This design comes from an exercise in tuning for small area and a short achievable clock period on the open sky130 flow, not from production work. No run shown here included a check of the RTL's function; only the layout flow was run.

==> design/flow/design.v <==
module groove_sample_scheduler #(
    parameter int DEPTH = 4
) (
    input  logic        clk,
    input  logic        reset,
    input  logic        sync_start,
    input  logic [31:0] sig_time,
    input  logic        dir,
    input  logic [31:0] afll_ltr,
    input  logic [31:0] afll_rtl,
    input  logic        pos_valid,
    output logic        pos_ready,
    input  logic [15:0] pos_in,
    output logic        fire,
    output logic [31:0] fire_time,
    output logic        missed,
    output logic        busy
);
    localparam int AW = $clog2(DEPTH);
    localparam logic [AW:0] FULL = (AW+1)'(DEPTH);
    logic               started, st_m1, st_m2, st_wait, st_fire;
    logic               first, can_push;
    logic [15:0]        mem [DEPTH];
    logic [AW-1:0]      wr_ptr, rd_ptr;
    logic [AW:0]        count, count_nx;
    logic [31:0]        base, dur, durn, target;
    logic [5:0]         dg_nx;
    logic [2:0]         b_one, b_two, b_neg, b_one_n, b_two_n, b_neg_n;
    logic               c5;
    logic               xg, yg;      
    logic [31:0]        cr;
    logic               push, pop, st_ready, hit, m1_nx, m2_nx, wait_nx, fire_nx;
    logic [15:0]        head;
    logic [3:0]         head_nx;
    logic [31:0]        x, y;
    logic [37:0]        r;
    logic signed [31:0] d;
    assign st_ready  = started && !(st_m1 || st_m2 || st_wait || st_fire);
    assign pos_ready = can_push && !sync_start;
    assign push      = pos_valid && pos_ready;
    assign pop       = st_ready && (count != 0) && !sync_start;
    assign fire      = st_fire;
    assign fire_time = target;
    assign head    = mem[rd_ptr];
    assign head_nx = (push && wr_ptr == rd_ptr) ? pos_in[3:0] : head[3:0];
    assign dg_nx   = st_m1 ? {~head[15], head[14:10]} : pop ? head[9:4] : {head_nx, 2'b00};
    assign x = xg ? target : 32'd0;
    assign y = yg ? base : 32'd0;
    assign dur = ~durn;    
    assign cr = c5 ? dur : 32'd0;
    wire pp1 = (((b_one[0] & dur[0])) ^ b_neg[0]);
    wire pp2 = (((b_one[0] & dur[1]) | (b_two[0] & dur[0])) ^ b_neg[0]);
    wire pp3 = (((b_one[0] & dur[2]) | (b_two[0] & dur[1])) ^ b_neg[0]);
    wire pp4 = (((b_one[0] & dur[3]) | (b_two[0] & dur[2])) ^ b_neg[0]);
    wire pp5 = (((b_one[0] & dur[4]) | (b_two[0] & dur[3])) ^ b_neg[0]);
    wire pp6 = (((b_one[0] & dur[5]) | (b_two[0] & dur[4])) ^ b_neg[0]);
    wire pp7 = (((b_one[0] & dur[6]) | (b_two[0] & dur[5])) ^ b_neg[0]);
    wire pp8 = (((b_one[0] & dur[7]) | (b_two[0] & dur[6])) ^ b_neg[0]);
    wire pp9 = (((b_one[0] & dur[8]) | (b_two[0] & dur[7])) ^ b_neg[0]);
    wire pp10 = (((b_one[0] & dur[9]) | (b_two[0] & dur[8])) ^ b_neg[0]);
    wire pp11 = (((b_one[0] & dur[10]) | (b_two[0] & dur[9])) ^ b_neg[0]);
    wire pp12 = (((b_one[0] & dur[11]) | (b_two[0] & dur[10])) ^ b_neg[0]);
    wire pp13 = (((b_one[0] & dur[12]) | (b_two[0] & dur[11])) ^ b_neg[0]);
    wire pp14 = (((b_one[0] & dur[13]) | (b_two[0] & dur[12])) ^ b_neg[0]);
    wire pp15 = (((b_one[0] & dur[14]) | (b_two[0] & dur[13])) ^ b_neg[0]);
    wire pp16 = (((b_one[0] & dur[15]) | (b_two[0] & dur[14])) ^ b_neg[0]);
    wire pp17 = (((b_one[0] & dur[16]) | (b_two[0] & dur[15])) ^ b_neg[0]);
    wire pp18 = (((~b_one_n[0] & dur[17]) | (~b_two_n[0] & dur[16])) ^ ~b_neg_n[0]);
    wire pp19 = (((~b_one_n[0] & dur[18]) | (~b_two_n[0] & dur[17])) ^ ~b_neg_n[0]);
    wire pp20 = (((~b_one_n[0] & dur[19]) | (~b_two_n[0] & dur[18])) ^ ~b_neg_n[0]);
    wire pp21 = (((~b_one_n[0] & dur[20]) | (~b_two_n[0] & dur[19])) ^ ~b_neg_n[0]);
    wire pp22 = (((~b_one_n[0] & dur[21]) | (~b_two_n[0] & dur[20])) ^ ~b_neg_n[0]);
    wire pp23 = (((~b_one_n[0] & dur[22]) | (~b_two_n[0] & dur[21])) ^ ~b_neg_n[0]);
    wire pp24 = (((~b_one_n[0] & dur[23]) | (~b_two_n[0] & dur[22])) ^ ~b_neg_n[0]);
    wire pp25 = (((~b_one_n[0] & dur[24]) | (~b_two_n[0] & dur[23])) ^ ~b_neg_n[0]);
    wire pp26 = (((~b_one_n[0] & dur[25]) | (~b_two_n[0] & dur[24])) ^ ~b_neg_n[0]);
    wire pp27 = (((~b_one_n[0] & dur[26]) | (~b_two_n[0] & dur[25])) ^ ~b_neg_n[0]);
    wire pp28 = (((~b_one_n[0] & dur[27]) | (~b_two_n[0] & dur[26])) ^ ~b_neg_n[0]);
    wire pp29 = (((~b_one_n[0] & dur[28]) | (~b_two_n[0] & dur[27])) ^ ~b_neg_n[0]);
    wire pp30 = (((~b_one_n[0] & dur[29]) | (~b_two_n[0] & dur[28])) ^ ~b_neg_n[0]);
    wire pp31 = (((~b_one_n[0] & dur[30]) | (~b_two_n[0] & dur[29])) ^ ~b_neg_n[0]);
    wire pp32 = (((~b_one_n[0] & dur[31]) | (~b_two_n[0] & dur[30])) ^ ~b_neg_n[0]);
    wire pp33 = (((~b_two_n[0] & dur[31])) ^ ~b_neg_n[0]);
    wire pp34 = (((b_one[1] & dur[0])) ^ b_neg[1]);
    wire pp35 = (((b_one[1] & dur[1]) | (b_two[1] & dur[0])) ^ b_neg[1]);
    wire pp36 = (((b_one[1] & dur[2]) | (b_two[1] & dur[1])) ^ b_neg[1]);
    wire pp37 = (((b_one[1] & dur[3]) | (b_two[1] & dur[2])) ^ b_neg[1]);
    wire pp38 = (((b_one[1] & dur[4]) | (b_two[1] & dur[3])) ^ b_neg[1]);
    wire pp39 = (((b_one[1] & dur[5]) | (b_two[1] & dur[4])) ^ b_neg[1]);
    wire pp40 = (((b_one[1] & dur[6]) | (b_two[1] & dur[5])) ^ b_neg[1]);
    wire pp41 = (((b_one[1] & dur[7]) | (b_two[1] & dur[6])) ^ b_neg[1]);
    wire pp42 = (((b_one[1] & dur[8]) | (b_two[1] & dur[7])) ^ b_neg[1]);
    wire pp43 = (((b_one[1] & dur[9]) | (b_two[1] & dur[8])) ^ b_neg[1]);
    wire pp44 = (((b_one[1] & dur[10]) | (b_two[1] & dur[9])) ^ b_neg[1]);
    wire pp45 = (((b_one[1] & dur[11]) | (b_two[1] & dur[10])) ^ b_neg[1]);
    wire pp46 = (((b_one[1] & dur[12]) | (b_two[1] & dur[11])) ^ b_neg[1]);
    wire pp47 = (((b_one[1] & dur[13]) | (b_two[1] & dur[12])) ^ b_neg[1]);
    wire pp48 = (((b_one[1] & dur[14]) | (b_two[1] & dur[13])) ^ b_neg[1]);
    wire pp49 = (((b_one[1] & dur[15]) | (b_two[1] & dur[14])) ^ b_neg[1]);
    wire pp50 = (((b_one[1] & dur[16]) | (b_two[1] & dur[15])) ^ b_neg[1]);
    wire pp51 = (((~b_one_n[1] & dur[17]) | (~b_two_n[1] & dur[16])) ^ ~b_neg_n[1]);
    wire pp52 = (((~b_one_n[1] & dur[18]) | (~b_two_n[1] & dur[17])) ^ ~b_neg_n[1]);
    wire pp53 = (((~b_one_n[1] & dur[19]) | (~b_two_n[1] & dur[18])) ^ ~b_neg_n[1]);
    wire pp54 = (((~b_one_n[1] & dur[20]) | (~b_two_n[1] & dur[19])) ^ ~b_neg_n[1]);
    wire pp55 = (((~b_one_n[1] & dur[21]) | (~b_two_n[1] & dur[20])) ^ ~b_neg_n[1]);
    wire pp56 = (((~b_one_n[1] & dur[22]) | (~b_two_n[1] & dur[21])) ^ ~b_neg_n[1]);
    wire pp57 = (((~b_one_n[1] & dur[23]) | (~b_two_n[1] & dur[22])) ^ ~b_neg_n[1]);
    wire pp58 = (((~b_one_n[1] & dur[24]) | (~b_two_n[1] & dur[23])) ^ ~b_neg_n[1]);
    wire pp59 = (((~b_one_n[1] & dur[25]) | (~b_two_n[1] & dur[24])) ^ ~b_neg_n[1]);
    wire pp60 = (((~b_one_n[1] & dur[26]) | (~b_two_n[1] & dur[25])) ^ ~b_neg_n[1]);
    wire pp61 = (((~b_one_n[1] & dur[27]) | (~b_two_n[1] & dur[26])) ^ ~b_neg_n[1]);
    wire pp62 = (((~b_one_n[1] & dur[28]) | (~b_two_n[1] & dur[27])) ^ ~b_neg_n[1]);
    wire pp63 = (((~b_one_n[1] & dur[29]) | (~b_two_n[1] & dur[28])) ^ ~b_neg_n[1]);
    wire pp64 = (((~b_one_n[1] & dur[30]) | (~b_two_n[1] & dur[29])) ^ ~b_neg_n[1]);
    wire pp65 = (((~b_one_n[1] & dur[31]) | (~b_two_n[1] & dur[30])) ^ ~b_neg_n[1]);
    wire pp66 = (((~b_two_n[1] & dur[31])) ^ ~b_neg_n[1]);
    wire pp67 = (((b_one[2] & dur[0])) ^ b_neg[2]);
    wire pp68 = (((b_one[2] & dur[1]) | (b_two[2] & dur[0])) ^ b_neg[2]);
    wire pp69 = (((b_one[2] & dur[2]) | (b_two[2] & dur[1])) ^ b_neg[2]);
    wire pp70 = (((b_one[2] & dur[3]) | (b_two[2] & dur[2])) ^ b_neg[2]);
    wire pp71 = (((b_one[2] & dur[4]) | (b_two[2] & dur[3])) ^ b_neg[2]);
    wire pp72 = (((b_one[2] & dur[5]) | (b_two[2] & dur[4])) ^ b_neg[2]);
    wire pp73 = (((b_one[2] & dur[6]) | (b_two[2] & dur[5])) ^ b_neg[2]);
    wire pp74 = (((b_one[2] & dur[7]) | (b_two[2] & dur[6])) ^ b_neg[2]);
    wire pp75 = (((b_one[2] & dur[8]) | (b_two[2] & dur[7])) ^ b_neg[2]);
    wire pp76 = (((b_one[2] & dur[9]) | (b_two[2] & dur[8])) ^ b_neg[2]);
    wire pp77 = (((b_one[2] & dur[10]) | (b_two[2] & dur[9])) ^ b_neg[2]);
    wire pp78 = (((b_one[2] & dur[11]) | (b_two[2] & dur[10])) ^ b_neg[2]);
    wire pp79 = (((b_one[2] & dur[12]) | (b_two[2] & dur[11])) ^ b_neg[2]);
    wire pp80 = (((b_one[2] & dur[13]) | (b_two[2] & dur[12])) ^ b_neg[2]);
    wire pp81 = (((b_one[2] & dur[14]) | (b_two[2] & dur[13])) ^ b_neg[2]);
    wire pp82 = (((b_one[2] & dur[15]) | (b_two[2] & dur[14])) ^ b_neg[2]);
    wire pp83 = (((b_one[2] & dur[16]) | (b_two[2] & dur[15])) ^ b_neg[2]);
    wire pp84 = (((~b_one_n[2] & dur[17]) | (~b_two_n[2] & dur[16])) ^ ~b_neg_n[2]);
    wire pp85 = (((~b_one_n[2] & dur[18]) | (~b_two_n[2] & dur[17])) ^ ~b_neg_n[2]);
    wire pp86 = (((~b_one_n[2] & dur[19]) | (~b_two_n[2] & dur[18])) ^ ~b_neg_n[2]);
    wire pp87 = (((~b_one_n[2] & dur[20]) | (~b_two_n[2] & dur[19])) ^ ~b_neg_n[2]);
    wire pp88 = (((~b_one_n[2] & dur[21]) | (~b_two_n[2] & dur[20])) ^ ~b_neg_n[2]);
    wire pp89 = (((~b_one_n[2] & dur[22]) | (~b_two_n[2] & dur[21])) ^ ~b_neg_n[2]);
    wire pp90 = (((~b_one_n[2] & dur[23]) | (~b_two_n[2] & dur[22])) ^ ~b_neg_n[2]);
    wire pp91 = (((~b_one_n[2] & dur[24]) | (~b_two_n[2] & dur[23])) ^ ~b_neg_n[2]);
    wire pp92 = (((~b_one_n[2] & dur[25]) | (~b_two_n[2] & dur[24])) ^ ~b_neg_n[2]);
    wire pp93 = (((~b_one_n[2] & dur[26]) | (~b_two_n[2] & dur[25])) ^ ~b_neg_n[2]);
    wire pp94 = (((~b_one_n[2] & dur[27]) | (~b_two_n[2] & dur[26])) ^ ~b_neg_n[2]);
    wire pp95 = (((~b_one_n[2] & dur[28]) | (~b_two_n[2] & dur[27])) ^ ~b_neg_n[2]);
    wire pp96 = (((~b_one_n[2] & dur[29]) | (~b_two_n[2] & dur[28])) ^ ~b_neg_n[2]);
    wire pp97 = (((~b_one_n[2] & dur[30]) | (~b_two_n[2] & dur[29])) ^ ~b_neg_n[2]);
    wire pp98 = (((~b_one_n[2] & dur[31]) | (~b_two_n[2] & dur[30])) ^ ~b_neg_n[2]);
    wire pp99 = (((~b_two_n[2] & dur[31])) ^ ~b_neg_n[2]);
    wire s100 = b_neg[0] ^ x[0];
    wire c101 = b_neg[0] & x[0];
    wire s102 = x[1] ^ c101 ^ pp2;
    wire c103 = (x[1] & c101) | (x[1] & pp2) | (c101 & pp2);
    wire s104 = b_neg[1] ^ x[2] ^ pp3;
    wire c105 = (b_neg[1] & x[2]) | (b_neg[1] & pp3) | (x[2] & pp3);
    wire s106 = pp34 ^ c103 ^ s104;
    wire c107 = (pp34 & c103) | (pp34 & s104) | (c103 & s104);
    wire s108 = x[3] ^ pp4 ^ pp35;
    wire c109 = (x[3] & pp4) | (x[3] & pp35) | (pp4 & pp35);
    wire s110 = c105 ^ s108;
    wire c111 = c105 & s108;
    wire s112 = b_neg[2] ^ x[4] ^ pp5;
    wire c113 = (b_neg[2] & x[4]) | (b_neg[2] & pp5) | (x[4] & pp5);
    wire s114 = pp36 ^ pp67 ^ c109;
    wire c115 = (pp36 & pp67) | (pp36 & c109) | (pp67 & c109);
    wire s116 = s112 ^ c111 ^ s114;
    wire c117 = (s112 & c111) | (s112 & s114) | (c111 & s114);
    wire s118 = x[5] ^ pp6 ^ pp37;
    wire c119 = (x[5] & pp6) | (x[5] & pp37) | (pp6 & pp37);
    wire s120 = pp68 ^ c113 ^ s118;
    wire c121 = (pp68 & c113) | (pp68 & s118) | (c113 & s118);
    wire s122 = c115 ^ s120;
    wire c123 = c115 & s120;
    wire s124 = x[6] ^ y[0] ^ cr[0];
    wire c125 = (x[6] & y[0]) | (x[6] & cr[0]) | (y[0] & cr[0]);
    wire s126 = pp7 ^ pp38 ^ pp69;
    wire c127 = (pp7 & pp38) | (pp7 & pp69) | (pp38 & pp69);
    wire s128 = s124 ^ c119 ^ s126;
    wire c129 = (s124 & c119) | (s124 & s126) | (c119 & s126);
    wire s130 = c121 ^ s128;
    wire c131 = c121 & s128;
    wire s132 = x[7] ^ y[1] ^ cr[1];
    wire c133 = (x[7] & y[1]) | (x[7] & cr[1]) | (y[1] & cr[1]);
    wire s134 = pp8 ^ pp39 ^ pp70;
    wire c135 = (pp8 & pp39) | (pp8 & pp70) | (pp39 & pp70);
    wire s136 = c125 ^ s132 ^ c127;
    wire c137 = (c125 & s132) | (c125 & c127) | (s132 & c127);
    wire s138 = s134 ^ s136 ^ c129;
    wire c139 = (s134 & s136) | (s134 & c129) | (s136 & c129);
    wire s140 = x[8] ^ y[2] ^ cr[2];
    wire c141 = (x[8] & y[2]) | (x[8] & cr[2]) | (y[2] & cr[2]);
    wire s142 = pp9 ^ pp40 ^ pp71;
    wire c143 = (pp9 & pp40) | (pp9 & pp71) | (pp40 & pp71);
    wire s144 = c133 ^ s140 ^ c135;
    wire c145 = (c133 & s140) | (c133 & c135) | (s140 & c135);
    wire s146 = s142 ^ c137 ^ s144;
    wire c147 = (s142 & c137) | (s142 & s144) | (c137 & s144);
    wire s148 = x[9] ^ y[3] ^ cr[3];
    wire c149 = (x[9] & y[3]) | (x[9] & cr[3]) | (y[3] & cr[3]);
    wire s150 = pp10 ^ pp41 ^ pp72;
    wire c151 = (pp10 & pp41) | (pp10 & pp72) | (pp41 & pp72);
    wire s152 = c141 ^ s148 ^ c143;
    wire c153 = (c141 & s148) | (c141 & c143) | (s148 & c143);
    wire s154 = s150 ^ c145 ^ s152;
    wire c155 = (s150 & c145) | (s150 & s152) | (c145 & s152);
    wire s156 = x[10] ^ y[4] ^ cr[4];
    wire c157 = (x[10] & y[4]) | (x[10] & cr[4]) | (y[4] & cr[4]);
    wire s158 = pp11 ^ pp42 ^ pp73;
    wire c159 = (pp11 & pp42) | (pp11 & pp73) | (pp42 & pp73);
    wire s160 = c149 ^ s156 ^ c151;
    wire c161 = (c149 & s156) | (c149 & c151) | (s156 & c151);
    wire s162 = s158 ^ c153 ^ s160;
    wire c163 = (s158 & c153) | (s158 & s160) | (c153 & s160);
    wire s164 = x[11] ^ y[5] ^ cr[5];
    wire c165 = (x[11] & y[5]) | (x[11] & cr[5]) | (y[5] & cr[5]);
    wire s166 = pp12 ^ pp43 ^ pp74;
    wire c167 = (pp12 & pp43) | (pp12 & pp74) | (pp43 & pp74);
    wire s168 = c157 ^ s164 ^ c159;
    wire c169 = (c157 & s164) | (c157 & c159) | (s164 & c159);
    wire s170 = s166 ^ c161 ^ s168;
    wire c171 = (s166 & c161) | (s166 & s168) | (c161 & s168);
    wire s172 = x[12] ^ y[6] ^ cr[6];
    wire c173 = (x[12] & y[6]) | (x[12] & cr[6]) | (y[6] & cr[6]);
    wire s174 = pp13 ^ pp44 ^ pp75;
    wire c175 = (pp13 & pp44) | (pp13 & pp75) | (pp44 & pp75);
    wire s176 = c165 ^ s172 ^ c167;
    wire c177 = (c165 & s172) | (c165 & c167) | (s172 & c167);
    wire s178 = s174 ^ c169 ^ s176;
    wire c179 = (s174 & c169) | (s174 & s176) | (c169 & s176);
    wire s180 = x[13] ^ y[7] ^ cr[7];
    wire c181 = (x[13] & y[7]) | (x[13] & cr[7]) | (y[7] & cr[7]);
    wire s182 = pp14 ^ pp45 ^ pp76;
    wire c183 = (pp14 & pp45) | (pp14 & pp76) | (pp45 & pp76);
    wire s184 = c173 ^ s180 ^ c175;
    wire c185 = (c173 & s180) | (c173 & c175) | (s180 & c175);
    wire s186 = s182 ^ c177 ^ s184;
    wire c187 = (s182 & c177) | (s182 & s184) | (c177 & s184);
    wire s188 = x[14] ^ y[8] ^ cr[8];
    wire c189 = (x[14] & y[8]) | (x[14] & cr[8]) | (y[8] & cr[8]);
    wire s190 = pp15 ^ pp46 ^ pp77;
    wire c191 = (pp15 & pp46) | (pp15 & pp77) | (pp46 & pp77);
    wire s192 = c181 ^ s188 ^ c183;
    wire c193 = (c181 & s188) | (c181 & c183) | (s188 & c183);
    wire s194 = s190 ^ c185 ^ s192;
    wire c195 = (s190 & c185) | (s190 & s192) | (c185 & s192);
    wire s196 = x[15] ^ y[9] ^ cr[9];
    wire c197 = (x[15] & y[9]) | (x[15] & cr[9]) | (y[9] & cr[9]);
    wire s198 = pp16 ^ pp47 ^ pp78;
    wire c199 = (pp16 & pp47) | (pp16 & pp78) | (pp47 & pp78);
    wire s200 = c189 ^ s196 ^ c191;
    wire c201 = (c189 & s196) | (c189 & c191) | (s196 & c191);
    wire s202 = s198 ^ c193 ^ s200;
    wire c203 = (s198 & c193) | (s198 & s200) | (c193 & s200);
    wire s204 = x[16] ^ y[10] ^ cr[10];
    wire c205 = (x[16] & y[10]) | (x[16] & cr[10]) | (y[10] & cr[10]);
    wire s206 = pp17 ^ pp48 ^ pp79;
    wire c207 = (pp17 & pp48) | (pp17 & pp79) | (pp48 & pp79);
    wire s208 = c197 ^ s204 ^ c199;
    wire c209 = (c197 & s204) | (c197 & c199) | (s204 & c199);
    wire s210 = s206 ^ c201 ^ s208;
    wire c211 = (s206 & c201) | (s206 & s208) | (c201 & s208);
    wire s212 = x[17] ^ y[11] ^ cr[11];
    wire c213 = (x[17] & y[11]) | (x[17] & cr[11]) | (y[11] & cr[11]);
    wire s214 = pp18 ^ pp49 ^ pp80;
    wire c215 = (pp18 & pp49) | (pp18 & pp80) | (pp49 & pp80);
    wire s216 = c205 ^ s212 ^ c207;
    wire c217 = (c205 & s212) | (c205 & c207) | (s212 & c207);
    wire s218 = s214 ^ c209 ^ s216;
    wire c219 = (s214 & c209) | (s214 & s216) | (c209 & s216);
    wire s220 = x[18] ^ y[12] ^ cr[12];
    wire c221 = (x[18] & y[12]) | (x[18] & cr[12]) | (y[12] & cr[12]);
    wire s222 = pp19 ^ pp50 ^ pp81;
    wire c223 = (pp19 & pp50) | (pp19 & pp81) | (pp50 & pp81);
    wire s224 = c213 ^ s220 ^ c215;
    wire c225 = (c213 & s220) | (c213 & c215) | (s220 & c215);
    wire s226 = s222 ^ c217 ^ s224;
    wire c227 = (s222 & c217) | (s222 & s224) | (c217 & s224);
    wire s228 = x[19] ^ y[13] ^ cr[13];
    wire c229 = (x[19] & y[13]) | (x[19] & cr[13]) | (y[13] & cr[13]);
    wire s230 = pp20 ^ pp51 ^ pp82;
    wire c231 = (pp20 & pp51) | (pp20 & pp82) | (pp51 & pp82);
    wire s232 = c221 ^ s228 ^ c223;
    wire c233 = (c221 & s228) | (c221 & c223) | (s228 & c223);
    wire s234 = s230 ^ c225 ^ s232;
    wire c235 = (s230 & c225) | (s230 & s232) | (c225 & s232);
    wire s236 = x[20] ^ y[14] ^ cr[14];
    wire c237 = (x[20] & y[14]) | (x[20] & cr[14]) | (y[14] & cr[14]);
    wire s238 = pp21 ^ pp52 ^ pp83;
    wire c239 = (pp21 & pp52) | (pp21 & pp83) | (pp52 & pp83);
    wire s240 = c229 ^ s236 ^ c231;
    wire c241 = (c229 & s236) | (c229 & c231) | (s236 & c231);
    wire s242 = s238 ^ c233 ^ s240;
    wire c243 = (s238 & c233) | (s238 & s240) | (c233 & s240);
    wire s244 = x[21] ^ y[15] ^ cr[15];
    wire c245 = (x[21] & y[15]) | (x[21] & cr[15]) | (y[15] & cr[15]);
    wire s246 = pp22 ^ pp53 ^ pp84;
    wire c247 = (pp22 & pp53) | (pp22 & pp84) | (pp53 & pp84);
    wire s248 = c237 ^ s244 ^ c239;
    wire c249 = (c237 & s244) | (c237 & c239) | (s244 & c239);
    wire s250 = s246 ^ c241 ^ s248;
    wire c251 = (s246 & c241) | (s246 & s248) | (c241 & s248);
    wire s252 = x[22] ^ y[16] ^ cr[16];
    wire c253 = (x[22] & y[16]) | (x[22] & cr[16]) | (y[16] & cr[16]);
    wire s254 = pp23 ^ pp54 ^ pp85;
    wire c255 = (pp23 & pp54) | (pp23 & pp85) | (pp54 & pp85);
    wire s256 = c245 ^ s252 ^ c247;
    wire c257 = (c245 & s252) | (c245 & c247) | (s252 & c247);
    wire s258 = s254 ^ c249 ^ s256;
    wire c259 = (s254 & c249) | (s254 & s256) | (c249 & s256);
    wire s260 = x[23] ^ y[17] ^ cr[17];
    wire c261 = (x[23] & y[17]) | (x[23] & cr[17]) | (y[17] & cr[17]);
    wire s262 = pp24 ^ pp55 ^ pp86;
    wire c263 = (pp24 & pp55) | (pp24 & pp86) | (pp55 & pp86);
    wire s264 = c253 ^ s260 ^ c255;
    wire c265 = (c253 & s260) | (c253 & c255) | (s260 & c255);
    wire s266 = s262 ^ c257 ^ s264;
    wire c267 = (s262 & c257) | (s262 & s264) | (c257 & s264);
    wire s268 = x[24] ^ y[18] ^ cr[18];
    wire c269 = (x[24] & y[18]) | (x[24] & cr[18]) | (y[18] & cr[18]);
    wire s270 = pp25 ^ pp56 ^ pp87;
    wire c271 = (pp25 & pp56) | (pp25 & pp87) | (pp56 & pp87);
    wire s272 = c261 ^ s268 ^ c263;
    wire c273 = (c261 & s268) | (c261 & c263) | (s268 & c263);
    wire s274 = s270 ^ c265 ^ s272;
    wire c275 = (s270 & c265) | (s270 & s272) | (c265 & s272);
    wire s276 = x[25] ^ y[19] ^ cr[19];
    wire c277 = (x[25] & y[19]) | (x[25] & cr[19]) | (y[19] & cr[19]);
    wire s278 = pp26 ^ pp57 ^ pp88;
    wire c279 = (pp26 & pp57) | (pp26 & pp88) | (pp57 & pp88);
    wire s280 = c269 ^ s276 ^ c271;
    wire c281 = (c269 & s276) | (c269 & c271) | (s276 & c271);
    wire s282 = s278 ^ c273 ^ s280;
    wire c283 = (s278 & c273) | (s278 & s280) | (c273 & s280);
    wire s284 = x[26] ^ y[20] ^ cr[20];
    wire c285 = (x[26] & y[20]) | (x[26] & cr[20]) | (y[20] & cr[20]);
    wire s286 = pp27 ^ pp58 ^ pp89;
    wire c287 = (pp27 & pp58) | (pp27 & pp89) | (pp58 & pp89);
    wire s288 = c277 ^ s284 ^ c279;
    wire c289 = (c277 & s284) | (c277 & c279) | (s284 & c279);
    wire s290 = s286 ^ c281 ^ s288;
    wire c291 = (s286 & c281) | (s286 & s288) | (c281 & s288);
    wire s292 = x[27] ^ y[21] ^ cr[21];
    wire c293 = (x[27] & y[21]) | (x[27] & cr[21]) | (y[21] & cr[21]);
    wire s294 = pp28 ^ pp59 ^ pp90;
    wire c295 = (pp28 & pp59) | (pp28 & pp90) | (pp59 & pp90);
    wire s296 = c285 ^ s292 ^ c287;
    wire c297 = (c285 & s292) | (c285 & c287) | (s292 & c287);
    wire s298 = s294 ^ c289 ^ s296;
    wire c299 = (s294 & c289) | (s294 & s296) | (c289 & s296);
    wire s300 = x[28] ^ y[22] ^ cr[22];
    wire c301 = (x[28] & y[22]) | (x[28] & cr[22]) | (y[22] & cr[22]);
    wire s302 = pp29 ^ pp60 ^ pp91;
    wire c303 = (pp29 & pp60) | (pp29 & pp91) | (pp60 & pp91);
    wire s304 = c293 ^ s300 ^ c295;
    wire c305 = (c293 & s300) | (c293 & c295) | (s300 & c295);
    wire s306 = s302 ^ c297 ^ s304;
    wire c307 = (s302 & c297) | (s302 & s304) | (c297 & s304);
    wire s308 = x[29] ^ y[23] ^ cr[23];
    wire c309 = (x[29] & y[23]) | (x[29] & cr[23]) | (y[23] & cr[23]);
    wire s310 = pp30 ^ pp61 ^ pp92;
    wire c311 = (pp30 & pp61) | (pp30 & pp92) | (pp61 & pp92);
    wire s312 = c301 ^ s308 ^ c303;
    wire c313 = (c301 & s308) | (c301 & c303) | (s308 & c303);
    wire s314 = s310 ^ c305 ^ s312;
    wire c315 = (s310 & c305) | (s310 & s312) | (c305 & s312);
    wire s316 = x[30] ^ y[24] ^ cr[24];
    wire c317 = (x[30] & y[24]) | (x[30] & cr[24]) | (y[24] & cr[24]);
    wire s318 = pp31 ^ pp62 ^ pp93;
    wire c319 = (pp31 & pp62) | (pp31 & pp93) | (pp62 & pp93);
    wire s320 = c309 ^ s316 ^ c311;
    wire c321 = (c309 & s316) | (c309 & c311) | (s316 & c311);
    wire s322 = s318 ^ c313 ^ s320;
    wire c323 = (s318 & c313) | (s318 & s320) | (c313 & s320);
    wire s324 = x[31] ^ y[25] ^ cr[25];
    wire c325 = (x[31] & y[25]) | (x[31] & cr[25]) | (y[25] & cr[25]);
    wire s326 = pp32 ^ pp63 ^ pp94;
    wire c327 = (pp32 & pp63) | (pp32 & pp94) | (pp63 & pp94);
    wire s328 = c317 ^ s324 ^ c319;
    wire c329 = (c317 & s324) | (c317 & c319) | (s324 & c319);
    wire s330 = s326 ^ c321 ^ s328;
    wire c331 = (s326 & c321) | (s326 & s328) | (c321 & s328);
    wire s332 = y[26] ^ cr[26] ^ pp33;
    wire c333 = (y[26] & cr[26]) | (y[26] & pp33) | (cr[26] & pp33);
    wire s334 = pp64 ^ pp95 ^ c325;
    wire c335 = (pp64 & pp95) | (pp64 & c325) | (pp95 & c325);
    wire s336 = c327 ^ s332 ^ s334;
    wire c337 = (c327 & s332) | (c327 & s334) | (s332 & s334);
    wire s338 = c329 ^ s336;
    wire c339 = c329 & s336;
    wire s340 = 1'b1 ^ b_neg_n[0] ^ y[27];
    wire c341 = (1'b1 & b_neg_n[0]) | (1'b1 & y[27]) | (b_neg_n[0] & y[27]);
    wire s342 = cr[27] ^ pp65 ^ pp96;
    wire c343 = (cr[27] & pp65) | (cr[27] & pp96) | (pp65 & pp96);
    wire s344 = s340 ^ c333 ^ c335;
    wire c345 = (s340 & c333) | (s340 & c335) | (c333 & c335);
    wire s346 = s342 ^ s344 ^ c337;
    wire c347 = (s342 & s344) | (s342 & c337) | (s344 & c337);
    wire s348 = 1'b1 ^ y[28] ^ cr[28];
    wire c349 = (1'b1 & y[28]) | (1'b1 & cr[28]) | (y[28] & cr[28]);
    wire s350 = pp66 ^ pp97 ^ c341;
    wire c351 = (pp66 & pp97) | (pp66 & c341) | (pp97 & c341);
    wire s352 = s348 ^ c343 ^ s350;
    wire c353 = (s348 & c343) | (s348 & s350) | (c343 & s350);
    wire s354 = c345 ^ s352;
    wire c355 = c345 & s352;
    wire s356 = b_neg_n[1] ^ y[29] ^ cr[29];
    wire c357 = (b_neg_n[1] & y[29]) | (b_neg_n[1] & cr[29]) | (y[29] & cr[29]);
    wire s358 = pp98 ^ c349 ^ s356;
    wire c359 = (pp98 & c349) | (pp98 & s356) | (c349 & s356);
    wire s360 = c351 ^ s358 ^ c353;
    wire c361 = (c351 & s358) | (c351 & c353) | (s358 & c353);
    wire s362 = 1'b1 ^ y[30] ^ cr[30];
    wire c363 = (1'b1 & y[30]) | (1'b1 & cr[30]) | (y[30] & cr[30]);
    wire s364 = pp99 ^ c357 ^ s362;
    wire c365 = (pp99 & c357) | (pp99 & s362) | (c357 & s362);
    wire s366 = c359 ^ s364;
    wire c367 = c359 & s364;
    wire s368 = b_neg_n[2] ^ y[31] ^ cr[31];
    wire s369 = c363 ^ s368 ^ c365;
    wire g370 = pp1 & s100;
    wire g371 = s102 & 1'b0;
    wire g372 = s106 & 1'b0;
    wire g373 = c107 & s110;
    wire g374 = s116 & 1'b0;
    wire g375 = c117 & s122;
    wire g376 = c123 & s130;
    wire g377 = c131 & s138;
    wire g378 = c139 & s146;
    wire g379 = c147 & s154;
    wire g380 = c155 & s162;
    wire g381 = c163 & s170;
    wire g382 = c171 & s178;
    wire g383 = c179 & s186;
    wire g384 = c187 & s194;
    wire g385 = c195 & s202;
    wire g386 = c203 & s210;
    wire g387 = c211 & s218;
    wire g388 = c219 & s226;
    wire g389 = c227 & s234;
    wire g390 = c235 & s242;
    wire g391 = c243 & s250;
    wire g392 = c251 & s258;
    wire g393 = c259 & s266;
    wire g394 = c267 & s274;
    wire g395 = c275 & s282;
    wire g396 = c283 & s290;
    wire g397 = c291 & s298;
    wire g398 = c299 & s306;
    wire g399 = c307 & s314;
    wire g400 = c315 & s322;
    wire g401 = c323 & s330;
    wire g402 = c331 & s338;
    wire g403 = c339 & s346;
    wire g404 = c347 & s354;
    wire g405 = c355 & s360;
    wire g406 = c361 & s366;
    wire g407 = c367 & s369;
    wire p408 = pp1 ^ s100;
    wire p409 = s102 ^ 1'b0;
    wire p410 = s106 ^ 1'b0;
    wire p411 = c107 ^ s110;
    wire p412 = s116 ^ 1'b0;
    wire p413 = c117 ^ s122;
    wire p414 = c123 ^ s130;
    wire p415 = c131 ^ s138;
    wire p416 = c139 ^ s146;
    wire p417 = c147 ^ s154;
    wire p418 = c155 ^ s162;
    wire p419 = c163 ^ s170;
    wire p420 = c171 ^ s178;
    wire p421 = c179 ^ s186;
    wire p422 = c187 ^ s194;
    wire p423 = c195 ^ s202;
    wire p424 = c203 ^ s210;
    wire p425 = c211 ^ s218;
    wire p426 = c219 ^ s226;
    wire p427 = c227 ^ s234;
    wire p428 = c235 ^ s242;
    wire p429 = c243 ^ s250;
    wire p430 = c251 ^ s258;
    wire p431 = c259 ^ s266;
    wire p432 = c267 ^ s274;
    wire p433 = c275 ^ s282;
    wire p434 = c283 ^ s290;
    wire p435 = c291 ^ s298;
    wire p436 = c299 ^ s306;
    wire p437 = c307 ^ s314;
    wire p438 = c315 ^ s322;
    wire p439 = c323 ^ s330;
    wire p440 = c331 ^ s338;
    wire p441 = c339 ^ s346;
    wire p442 = c347 ^ s354;
    wire p443 = c355 ^ s360;
    wire p444 = c361 ^ s366;
    wire p445 = c367 ^ s369;
    wire g446 = g371 | (p409 & g370);
    wire p447 = p409 & p408;
    wire g448 = g373 | (p411 & g372);
    wire p449 = p411 & p410;
    wire g450 = g375 | (p413 & g374);
    wire p451 = p413 & p412;
    wire g452 = g377 | (p415 & g376);
    wire p453 = p415 & p414;
    wire g454 = g379 | (p417 & g378);
    wire p455 = p417 & p416;
    wire g456 = g381 | (p419 & g380);
    wire p457 = p419 & p418;
    wire g458 = g383 | (p421 & g382);
    wire p459 = p421 & p420;
    wire g460 = g385 | (p423 & g384);
    wire p461 = p423 & p422;
    wire g462 = g387 | (p425 & g386);
    wire p463 = p425 & p424;
    wire g464 = g389 | (p427 & g388);
    wire p465 = p427 & p426;
    wire g466 = g391 | (p429 & g390);
    wire p467 = p429 & p428;
    wire g468 = g393 | (p431 & g392);
    wire p469 = p431 & p430;
    wire g470 = g395 | (p433 & g394);
    wire p471 = p433 & p432;
    wire g472 = g397 | (p435 & g396);
    wire p473 = p435 & p434;
    wire g474 = g399 | (p437 & g398);
    wire p475 = p437 & p436;
    wire g476 = g401 | (p439 & g400);
    wire p477 = p439 & p438;
    wire g478 = g403 | (p441 & g402);
    wire p479 = p441 & p440;
    wire g480 = g405 | (p443 & g404);
    wire p481 = p443 & p442;
    wire g482 = g407 | (p445 & g406);
    wire p483 = p445 & p444;
    wire g484 = g372 | (p410 & g446);
    wire p485 = p410 & p447;
    wire g486 = g448 | (p449 & g446);
    wire p487 = p449 & p447;
    wire g488 = g376 | (p414 & g450);
    wire p489 = p414 & p451;
    wire g490 = g452 | (p453 & g450);
    wire p491 = p453 & p451;
    wire g492 = g380 | (p418 & g454);
    wire p493 = p418 & p455;
    wire g494 = g456 | (p457 & g454);
    wire p495 = p457 & p455;
    wire g496 = g384 | (p422 & g458);
    wire p497 = p422 & p459;
    wire g498 = g460 | (p461 & g458);
    wire p499 = p461 & p459;
    wire g500 = g388 | (p426 & g462);
    wire p501 = p426 & p463;
    wire g502 = g464 | (p465 & g462);
    wire p503 = p465 & p463;
    wire g504 = g392 | (p430 & g466);
    wire p505 = p430 & p467;
    wire g506 = g468 | (p469 & g466);
    wire p507 = p469 & p467;
    wire g508 = g396 | (p434 & g470);
    wire p509 = p434 & p471;
    wire g510 = g472 | (p473 & g470);
    wire p511 = p473 & p471;
    wire g512 = g400 | (p438 & g474);
    wire p513 = p438 & p475;
    wire g514 = g476 | (p477 & g474);
    wire p515 = p477 & p475;
    wire g516 = g404 | (p442 & g478);
    wire p517 = p442 & p479;
    wire g518 = g480 | (p481 & g478);
    wire p519 = p481 & p479;
    wire g520 = g374 | (p412 & g486);
    wire p521 = p412 & p487;
    wire g522 = g450 | (p451 & g486);
    wire p523 = p451 & p487;
    wire g524 = g488 | (p489 & g486);
    wire p525 = p489 & p487;
    wire g526 = g490 | (p491 & g486);
    wire p527 = p491 & p487;
    wire g528 = g382 | (p420 & g494);
    wire p529 = p420 & p495;
    wire g530 = g458 | (p459 & g494);
    wire p531 = p459 & p495;
    wire g532 = g496 | (p497 & g494);
    wire p533 = p497 & p495;
    wire g534 = g498 | (p499 & g494);
    wire p535 = p499 & p495;
    wire g536 = g390 | (p428 & g502);
    wire p537 = p428 & p503;
    wire g538 = g466 | (p467 & g502);
    wire p539 = p467 & p503;
    wire g540 = g504 | (p505 & g502);
    wire p541 = p505 & p503;
    wire g542 = g506 | (p507 & g502);
    wire p543 = p507 & p503;
    wire g544 = g398 | (p436 & g510);
    wire p545 = p436 & p511;
    wire g546 = g474 | (p475 & g510);
    wire p547 = p475 & p511;
    wire g548 = g512 | (p513 & g510);
    wire p549 = p513 & p511;
    wire g550 = g514 | (p515 & g510);
    wire p551 = p515 & p511;
    wire g552 = g406 | (p444 & g518);
    wire p553 = p444 & p519;
    wire g554 = g482 | (p483 & g518);
    wire p555 = p483 & p519;
    wire g556 = g378 | (p416 & g526);
    wire p557 = p416 & p527;
    wire g558 = g454 | (p455 & g526);
    wire p559 = p455 & p527;
    wire g560 = g492 | (p493 & g526);
    wire p561 = p493 & p527;
    wire g562 = g494 | (p495 & g526);
    wire p563 = p495 & p527;
    wire g564 = g528 | (p529 & g526);
    wire p565 = p529 & p527;
    wire g566 = g530 | (p531 & g526);
    wire p567 = p531 & p527;
    wire g568 = g532 | (p533 & g526);
    wire p569 = p533 & p527;
    wire g570 = g534 | (p535 & g526);
    wire p571 = p535 & p527;
    wire g572 = g394 | (p432 & g542);
    wire p573 = p432 & p543;
    wire g574 = g470 | (p471 & g542);
    wire p575 = p471 & p543;
    wire g576 = g508 | (p509 & g542);
    wire p577 = p509 & p543;
    wire g578 = g510 | (p511 & g542);
    wire p579 = p511 & p543;
    wire g580 = g544 | (p545 & g542);
    wire p581 = p545 & p543;
    wire g582 = g546 | (p547 & g542);
    wire p583 = p547 & p543;
    wire g584 = g548 | (p549 & g542);
    wire p585 = p549 & p543;
    wire g586 = g550 | (p551 & g542);
    wire p587 = p551 & p543;
    wire g588 = g386 | (p424 & g570);
    wire p589 = p424 & p571;
    wire g590 = g462 | (p463 & g570);
    wire p591 = p463 & p571;
    wire g592 = g500 | (p501 & g570);
    wire p593 = p501 & p571;
    wire g594 = g502 | (p503 & g570);
    wire p595 = p503 & p571;
    wire g596 = g536 | (p537 & g570);
    wire p597 = p537 & p571;
    wire g598 = g538 | (p539 & g570);
    wire p599 = p539 & p571;
    wire g600 = g540 | (p541 & g570);
    wire p601 = p541 & p571;
    wire g602 = g542 | (p543 & g570);
    wire p603 = p543 & p571;
    wire g604 = g572 | (p573 & g570);
    wire p605 = p573 & p571;
    wire g606 = g574 | (p575 & g570);
    wire p607 = p575 & p571;
    wire g608 = g576 | (p577 & g570);
    wire p609 = p577 & p571;
    wire g610 = g578 | (p579 & g570);
    wire p611 = p579 & p571;
    wire g612 = g580 | (p581 & g570);
    wire p613 = p581 & p571;
    wire g614 = g582 | (p583 & g570);
    wire p615 = p583 & p571;
    wire g616 = g584 | (p585 & g570);
    wire p617 = p585 & p571;
    wire g618 = g586 | (p587 & g570);
    wire p619 = p587 & p571;
    wire g620 = g402 | (p440 & g618);
    wire p621 = p440 & p619;
    wire g622 = g478 | (p479 & g618);
    wire p623 = p479 & p619;
    wire g624 = g516 | (p517 & g618);
    wire p625 = p517 & p619;
    wire g626 = g518 | (p519 & g618);
    wire p627 = p519 & p619;
    wire g628 = g552 | (p553 & g618);
    wire p629 = p553 & p619;
    wire g630 = g554 | (p555 & g618);
    wire p631 = p555 & p619;
    assign r[0] = p408;
    assign r[1] = p409 ^ g370;
    assign r[2] = p410 ^ g446;
    assign r[3] = p411 ^ g484;
    assign r[4] = p412 ^ g486;
    assign r[5] = p413 ^ g520;
    assign r[6] = p414 ^ g522;
    assign r[7] = p415 ^ g524;
    assign r[8] = p416 ^ g526;
    assign r[9] = p417 ^ g556;
    assign r[10] = p418 ^ g558;
    assign r[11] = p419 ^ g560;
    assign r[12] = p420 ^ g562;
    assign r[13] = p421 ^ g564;
    assign r[14] = p422 ^ g566;
    assign r[15] = p423 ^ g568;
    assign r[16] = p424 ^ g570;
    assign r[17] = p425 ^ g588;
    assign r[18] = p426 ^ g590;
    assign r[19] = p427 ^ g592;
    assign r[20] = p428 ^ g594;
    assign r[21] = p429 ^ g596;
    assign r[22] = p430 ^ g598;
    assign r[23] = p431 ^ g600;
    assign r[24] = p432 ^ g602;
    assign r[25] = p433 ^ g604;
    assign r[26] = p434 ^ g606;
    assign r[27] = p435 ^ g608;
    assign r[28] = p436 ^ g610;
    assign r[29] = p437 ^ g612;
    assign r[30] = p438 ^ g614;
    assign r[31] = p439 ^ g616;
    assign r[32] = p440 ^ g618;
    assign r[33] = p441 ^ g620;
    assign r[34] = p442 ^ g622;
    assign r[35] = p443 ^ g624;
    assign r[36] = p444 ^ g626;
    assign r[37] = p445 ^ g628;
    assign d   = sig_time - target;
    assign hit = !d[31];
    assign count_nx = sync_start ? '0 : count + (AW+1)'(push) - (AW+1)'(pop);
    assign m1_nx    = pop;
    assign m2_nx    = st_m1 && !sync_start;
    assign wait_nx  = (st_m2 || (st_wait && !hit)) && !sync_start;
    assign fire_nx  = st_wait && hit && !sync_start;
    always_ff @(posedge clk)
        if (push) mem[wr_ptr] <= pos_in;
    always_ff @(posedge clk) begin
        if (sync_start) begin
            base <= sig_time;
            durn <= ~(dir ? afll_rtl : afll_ltr);
        end
        if (!(st_wait || st_fire)) target <= r[37:6];
        for (int j = 0; j < 3; j++) begin
            b_neg[j] <= dg_nx[2*j+1];
            b_one[j] <= dg_nx[2*j] ^ (j == 0 ? 1'b0 : dg_nx[2*j-1]);
            b_two[j] <= dg_nx[2*j+1] ? !(dg_nx[2*j] || (j == 0 ? 1'b0 : dg_nx[2*j-1]))
                                     : (dg_nx[2*j] && (j == 0 ? 1'b0 : dg_nx[2*j-1]));
            b_neg_n[j] <= !dg_nx[2*j+1];
            b_one_n[j] <= !(dg_nx[2*j] ^ (j == 0 ? 1'b0 : dg_nx[2*j-1]));
            b_two_n[j] <= dg_nx[2*j+1] ? (dg_nx[2*j] || (j == 0 ? 1'b0 : dg_nx[2*j-1]))
                                       : !(dg_nx[2*j] && (j == 0 ? 1'b0 : dg_nx[2*j-1]));
        end
        c5 <= dg_nx[5];
        first <= st_m2;
    end
    always_ff @(posedge clk or posedge reset) begin
        if (reset) begin
            started  <= 1'b0;
            can_push <= 1'b0;
            st_m1    <= 1'b0;
            st_m2    <= 1'b0;
            st_wait  <= 1'b0;
            st_fire  <= 1'b0;
            xg       <= 1'b0;
            yg       <= 1'b0;
            missed   <= 1'b0;
            busy     <= 1'b0;
            wr_ptr   <= '0;
            rd_ptr   <= '0;
            count    <= '0;
        end else begin
            started  <= started || sync_start;
            can_push <= sync_start || (started && !(!pop && (count == FULL
                                                             || (count == FULL - 1 && push))));
            count    <= count_nx;
            st_m1    <= m1_nx;
            st_m2    <= m2_nx;
            st_wait  <= wait_nx;
            st_fire  <= fire_nx;
            xg       <= m1_nx || m2_nx;
            yg       <= m2_nx;
            busy     <= !sync_start && (push || count != 0 || st_m1 || st_m2 || st_wait);
            missed   <= st_wait && hit && !sync_start && first && (sig_time != target);
            if (sync_start) begin
                wr_ptr <= '0;
                rd_ptr <= '0;
            end else begin
                if (push) wr_ptr <= wr_ptr + 1'b1;
                if (st_m1) rd_ptr <= rd_ptr + 1'b1;
            end
        end
    end
endmodule
==> design/flow/flow/run.sh <==
#!/bin/bash
# The standard layout (the standard.sh: ORFS synthesis, floorplan, power grid,
# placement, CTS and routing) with two changes:
#  - synthesis skips the generic ABC pass that Yosys's synth runs before the adder
#    extraction (SYNTH_ARGS=-noabc), so the full adders are extracted from the RTL's own
#    adder tree without inverters between them; the liberty-mapped ABC pass still runs,
#    and the registers are the same as the standard synthesis's;
#  - the port buffers are inserted as buf_1 cells rather than the larger cell the
#    resizer picks by default; timing repair still resizes them as needed.
set -euo pipefail
export SYNTH_ARGS="-noabc"
export BUFFER_PORTS_ARGS="-buffer_cell sky130_fd_sc_hd__buf_1"
bash standard.sh > standard.log 2>&1
==> design/flow/standard.sh <==
#!/bin/bash
# synth_recipe.tcl (not shown) runs the flow's synth.tcl, then flattens the netlist and writes it again
# the make line also repeats each setting of config.mk as NAME=value (left out here)
make -C /OpenROAD-flow-scripts/flow DESIGN_CONFIG=/design/flow/config.mk WORK_HOME=/design/flow/orfs CLKGATE_MAP_FILE= SYNTH_SCRIPT=/design/flow/synth_recipe.tcl "${@:-finish}"
==> design/flow/config.mk <==
export PLATFORM = sky130hd
export DESIGN_NAME = groove_sample_scheduler
export DESIGN_NICKNAME = groove_sample_scheduler
export VERILOG_FILES = /design/flow/design.v
export SDC_FILE = /design/flow/constraint.sdc
export NUM_CORES = 4
export LEC_CHECK = 0
export ABC_AREA = 1
export CAP_MARGIN = 20
export CORE_MARGIN = 2
export CORE_UTILIZATION = 40
export PLACE_DENSITY = 0.8
export SETUP_SLACK_MARGIN = 4.8
export SLEW_MARGIN = 20
export TNS_END_PERCENT = 100
==> design/flow/constraint.sdc <==
create_clock -name core_clock -period 9.0 [get_ports {clk}]
set_input_delay 1.8000 -clock core_clock [delete_from_list [all_inputs] [get_ports {clk}]]
set_output_delay 1.8000 -clock core_clock [all_outputs]
set_load 0.01 [all_outputs]
==> results of run 1 <==
-- registers in the layout (all words and copies together), names as in the netlist, 3 cells and up --
signal	count
mem	64
target	32
b_neg	3
b_one	3
b_two	3
b_two_n	3
durn	32
base	32
b_neg_n	3
count	3
b_one_n	3
-- synth_stat cells, types with 2 or more instances --
cell and count:
o221ai_1 5, buf_2 13, a21oi_1 47, o211ai_1 4, nand2_4 2, nand4_1 3, a31oi_1 2, nor4_1 2
nand2_1 207, or2_2 4, mux2i_1 32, nand3_1 33, nor3_1 6, edfxtp_1 160, xor2_1 115, o21ai_0 49
dfxtp_1 19, a211oi_1 3, inv_1 175, inv_2 10, o22ai_1 100, clkbuf_1 29, or2_1 2, o21bai_1 4
dfrtp_1 16, buf_4 3, buf_1 5, fa_1 128, ha_1 84, xnor2_1 10, nand2_2 7, nor2_1 108
-- repair_timing --
action                                  in CTS  in global routing
endpoints found under the setup margin      31                 25
buffers inserted                            44                 21
pin swaps                                   11                 24
cloned                                       6                  0
resized for setup                           70                 72
-- critical path: stages (launching register included) --
cell and delay, ns:
dfxtp_4 0.41, clkinvlp_4 0.15, buf_4 0.16, o22ai_1 0.23
xor2_1 0.16, fa_2 0.45, fa_2 0.56, fa_1 0.46
ha_1 0.23, a21oi_2 0.22, o21ai_2 0.12, a21oi_2 0.22
nand2_4 0.11, nand2_4 0.11, nand2_8 0.05, fa_2 0.36
xor2_1 0.15
-- how the worst min path moves through the flow --
stage | from | slack (ns) | depth (start not counted) | to
CTS | first | 0.47 | 2 | missed
detailed placement | first | 0.43 | 2 | missed
finish | first | 0.47 | 2 | missed
global placement | first | 0.43 | 2 | missed
global route | first | 0.51 | 2 | missed
floorplan | st_m2 | 0.37 | 0 | first
-- per-layer routing --
| layer | global-route usage | vias to the layer above | routed length, um |
|---|---|---|---|
| li1 | - | 5064 | - |
| met1 | 0.2515 | 5624 | 15140 |
| met2 | 0.3608 | 622 | 20810 |
| met3 | 0.03548 | 122 | 3054 |
| met4 | 0.08991 | 0 | 1614 |
| met5 | 0 | - | 0 |
-- final cells by class --
class / instances / area, um^2
Sequential cell: 195 / 5622
Multi-Input combinational cell: 967 / 8344
Inverter: 186 / 732.0
Timing Repair Buffer: 222 / 1147
Fill cell: 3070 / 18370
Antenna cell: 3 / 7.507
Clock inverter: 15 / 212.7
Clock buffer: 17 / 425.4
Timing Repair inverter: 6 / 42.54
Tap cell: 461 / 576.8
-- cells by family (layout without fill, tap and decap cells) --
logic type,after synthesis,in the layout,share of synthesized area
xor gates and xnor gates,125,125,0.07613
other,0,3,0
muxes,32,32,0.02227
AOI/OAI and AO/OA,220,220,0.08979
buffers and inverters,237,446,0.06464
DFF,195,195,0.3884
adders and majority gates,212,212,0.2513
and+or+nand+nor,378,378,0.1075
-- through the flow --
step | worst slack (ns) | hold slack (ns) | cell area [um^2]
floorplan | 4.800 | 0.3680 | 14390
global placement | 4.102 | 0.4334 | 15360
detailed placement | 3.972 | 0.4320 | 15360
CTS | 4.804 | 0.4683 | 16610
global route | 4.500 | 0.5101 | 17110
finish | 4.595 | 0.4664 | 17110
==> results.toml, run 1 <==
[clocking]
clock-root-buffer = "clkbuf_16"
cts_tree = "done"
cts_buffer_depth = 2
clk_latency_ns = 0.47
clkTransAtPathRegs_ns = 0.08
hold_buffers = 0
cts_inserted_buffers = 17
clkSinkCount = 195
h-tree-depth = 4

[setup_path]
r2r_slack_ns = 4.60
start_kind = "register"
rr_startpoint = "b_one[0]"
critical_path_required_ns = 9.21
worst-endpoint-arrival_ns = 4.61
endpoint = "target[27]"
timing_worst_setup_path_type = "register to register"
reg2regPathDepth = 16
critPathCaptureType = "register"
crit_path_start = "b_one[0]"
r2r-end = "target[27]"
path_max_fanout = 4

[global_route]
grt_overflow = 0
grt_pass1_wl_um = 60690
antenna_found_initial = 3
grtUsageTotal = 0.2067
grt_max_degree = 51
grt_pass1_vias = 11410

[yosys]
yosysWarnings = 1
ys.flop_type = "edfxtp_1"
netlist_instances = 1399
synthDominantCellAreaShare = 0.3341
synth-edff-count = 160
syn-num-nets = 1728
synthTopCellsByArea = "edfxtp_1 33%, fa_1 18%, ha_1 7.3%, xor2_1 7.0%, nand2_1 5.4%"
ys_seq_area_frac = 0.3884
syn_avg_cell_area_um2 = 10.28
synth_top_area_cell = "edfxtp_1"
netlist_area_um2 = 14380
async_flop_share = 0.08205
synth_cell_type_count = 44
synth_seq_cells = 195

[timing]
slew_violations = 0
setup_viol = 0
min_period_ns = 4.405
tightest_slew_ns = 1.014
hold_viol = 0
rsz0062_at_grt = "true"
fmax_mhz = 227.0
fin_crit_sh = 0.4894
slew_headroom = 0.3239
fin_skew_ns = 0.01599
tns_ns = 0

[final_layout]
drive_gt1_frac = 0.1573
instances_no_fill = 2072
syn_to_final_growth_pct = 18.98
mostFrequentLayoutCell = "nand2_1"
layout_common_cells = "194 x nand2_1, 167 x inv_1, 160 x edfxtp_1"
fin_nets = 1924
utilization = 0.4822

[die]
fp.dieW_um = 193.6
die_area_um2 = 37490
core.rowCount = 69
fp.dieH_um = 193.6
start_util = 0.4053
core_um2 = 35480
io_pins = 153

[routing]
via_per_inst = 5.517
wl_per_cell_um = 19.60
route.detailed.drc = 0
vias = 11430
finalWirelength_um = 40620
dr.pass1.iters = 9
ant_nets = 0
drtIter0Drc = 1247

[placed_design]
hpwl_um = 27910
io_buffers = 152
gp_congestion = 0.9135
dp.cells = 1966

[flow_run]
drv_cap = 0

[hold_path]
worstHoldPathType = "register to register"

[outcome]
outcome = "no timing/DRC/antenna violations"
==> run 2, diff against run 1 <==
--- a/design/flow/config.mk
+++ b/design/flow/config.mk
@@ -11,5 +11,5 @@
 export CORE_UTILIZATION = 40
 export PLACE_DENSITY = 0.8
-export SETUP_SLACK_MARGIN = 4.8
+export SETUP_SLACK_MARGIN = 5
 export SLEW_MARGIN = 20
 export TNS_END_PERCENT = 100
==> results.toml, run 2 <==
[outcome]
outcome = "no timing/DRC/antenna violations"

[routing]
ant_nets = 0
finalWirelength_um = 41860
vias = 11630
wl_per_cell_um = 20.06
via_per_inst = 5.573
drtIter0Drc = 1203
dr.pass1.iters = 5
route.detailed.drc = 0

[yosys]
yosys.cell_count.top_type = "nand2_1"
synth_top_area_cell = "edfxtp_1"
synth-edff-count = 160
ys.flop_type = "edfxtp_1"
synth_common_cells = "207 x nand2_1, 175 x inv_1, 160 x edfxtp_1, 128 x fa_1, 115 x xor2_1"
syn-num-nets = 1728
ys_seq_area_frac = 0.3884
synthTopCellsByArea = "edfxtp_1 33%, fa_1 18%, ha_1 7.3%, xor2_1 7.0%, nand2_1 5.4%"
async_flop_share = 0.08205
synthDominantCellAreaShare = 0.3341
syn_avg_cell_area_um2 = 10.28
netlist_instances = 1399
yosysWarnings = 1
synth_seq_cells = 195
synth_cell_type_count = 44
netlist_area_um2 = 14380

[timing]
slew_headroom = 0.3260
tightest_slew_ns = 1.010
rsz0062_at_grt = "true"
fin_skew_ns = 0.01489
setup_viol = 0
tns_ns = 0
slew_violations = 0
layout_setup_ws_ns = 4.672
fin_crit_sh = 0.4809
hold_viol = 0
hold_ws_ns = 0.4395
min_period_ns = 4.328
fmax_mhz = 231.0

[setup_path]
crit_slowest_cell = "fa_2"
start_kind = "register"
crit_top_cell = "fa_2"
crit_chain = "clkinvlp_4, buf_6, o22ai_1, xor2_1, fa_2, fa_1, fa_2, ha_4, a21oi_1, o21ai_2, a21oi_2, nand2_4, buf_6, fa_2, xor2_1"
crit_path_max_incr_delay_ns = 0.61
critical_path_required_ns = 9.21
path_max_fanout = 7
worst-endpoint-arrival_ns = 4.54
timing_worst_setup_path_type = "register to register"
crit_path_start = "b_one[1]"
critPathTopFamily = "adder cells"
rr_startpoint = "b_one[1]"
critPathCaptureType = "register"
path_buf_inv = 3

[clocking]
clock-root-buffer = "clkbuf_16"
hold_buffers = 0
cts_inserted_buffers = 17
clk_latency_ns = 0.45
h-tree-depth = 4
clkTransAtPathRegs_ns = 0.08
cts_buffer_depth = 2
clkSinkCount = 195
cts_tree = "done"

[final_layout]
mostFrequentLayoutCell = "nand2_1"
fin_nets = 1942
layout_common_cells = "182 x nand2_1, 160 x edfxtp_1, 158 x inv_1"
n_antenna_cell = 0
fill_cells = 2955
utilization = 0.4968
fin_area_um2 = 17630
regMostFlops = "mem"
instances_no_fill = 2087
drive_gt1_frac = 0.2017
largest_reg_flops = 64
multi_input_area_um2 = 8605
syn_to_final_growth_pct = 22.57
ff_latch_area_um2 = 5624

[global_route]
grt_overflow = 0
grt_pass1_wl_um = 62450
antenna_found_initial = 0
grt_max_degree = 67
grtUsageTotal = 0.2124
grt_pass1_vias = 11710

[die]
die_area_um2 = 37490
core_um2 = 35480
core.rowCount = 69
start_util = 0.4053
fp.dieW_um = 193.6
fp.dieH_um = 193.6
io_pins = 153

[placed_design]
gp_congestion = 0.9025
placed_cell_area_um2 = 15390
dp.cells = 1965
io_buffers = 152
place_ws_ns = 3.404
hpwl_um = 27440

[hold_path]
worstHoldStart = "first"
worstHoldPathType = "register to register"

[flow_run]
drv_cap = 0
run 2: path summary, 6_finish.rpt:
check,to,slack [ns],cells past startpoint
max in group asynchronous,rd_ptr[0],7.18,2
worst min-delay path,missed,0.44,2
worst min register to register,missed,0.44,2
worst max-delay path,target[11],4.67,15
min in group asynchronous,busy,1.39,2
worst max register to register,target[11],4.67,15
run 2: layout make-up:
type	instances	share of cell area
repair buffers	242	0.08206
repair inverters	4	0.001562
clock buffers	18	0.02435
clock inverters	14	0.01072
well taps	461	0.03272
flip-flops and latches	195	0.3191
inverters	186	0.04138
multi-input cells	967	0.4881
run 2: cell families after synthesis:
kind of cell / count (synthesis) / share of synthesized area
compound gates: 220 / 0.08979
xor+xnor: 125 / 0.07613
flops: 195 / 0.3884
buf+inv: 237 / 0.06464
mux: 32 / 0.02227
fa+ha+maj: 212 / 0.2513
simple gates: 378 / 0.1075
run 2: routing by layer:
metal | share of wire | track usage | up-vias
met5 | 0 | 0 | -
met4 | 0.039 | 0.07407 | 0
met3 | 0.080 | 0.03775 | 143
met2 | 0.52 | 0.3753 | 668
met1 | 0.37 | 0.2610 | 5710
li1 | - | - | 5110
run 2: what timing repair did:
action                                  4_1_cts  5_1_grt
endpoints found under the setup margin       33       29
cloned                                        6        2
pin swaps                                    47       34
gates resized for setup                     136       82
setup buffers                                71       11
run 2: worst register-to-register path, cell delays in order (launching register included):
cell and delay, ns:
dfxtp_2 0.37, clkinvlp_4 0.20, buf_6 0.20, o22ai_1 0.21, xor2_1 0.13, fa_2 0.38
fa_1 0.49, fa_2 0.61, ha_4 0.22, a21oi_1 0.24, o21ai_2 0.11, a21oi_2 0.17
nand2_4 0.11, buf_6 0.16, fa_2 0.35, xor2_1 0.15

[afterwards: timing with drivers on the ports]
The results above use ideal ports. As a check the final layouts listed here were re-extracted and re-timed, cells and wires unchanged. Step 1, drivers: a clkbuf_16 drives clk and a buf_2 each remaining input, both assumed. Step 2 times the ports against the registers' clock, not the clock port: input delays grow and output delays shrink by t, the midpoint of the rising clock arrivals with the driver on. a / b / c = ideal / step 1 / step 2; a / b = the first two.
run	shift t [ns]	slack for setup (ns)	hold slack, ns	worst data-port slew with drivers (ns)
run 1	0.508	4.595 / 4.595 / 4.595	0.466 / 0.466 / 0.466	0.08
run 2	0.491	4.672 / 4.672 / 4.672	0.440 / 0.440 / 0.440	0.06
After both steps every run listed still meets setup and hold.
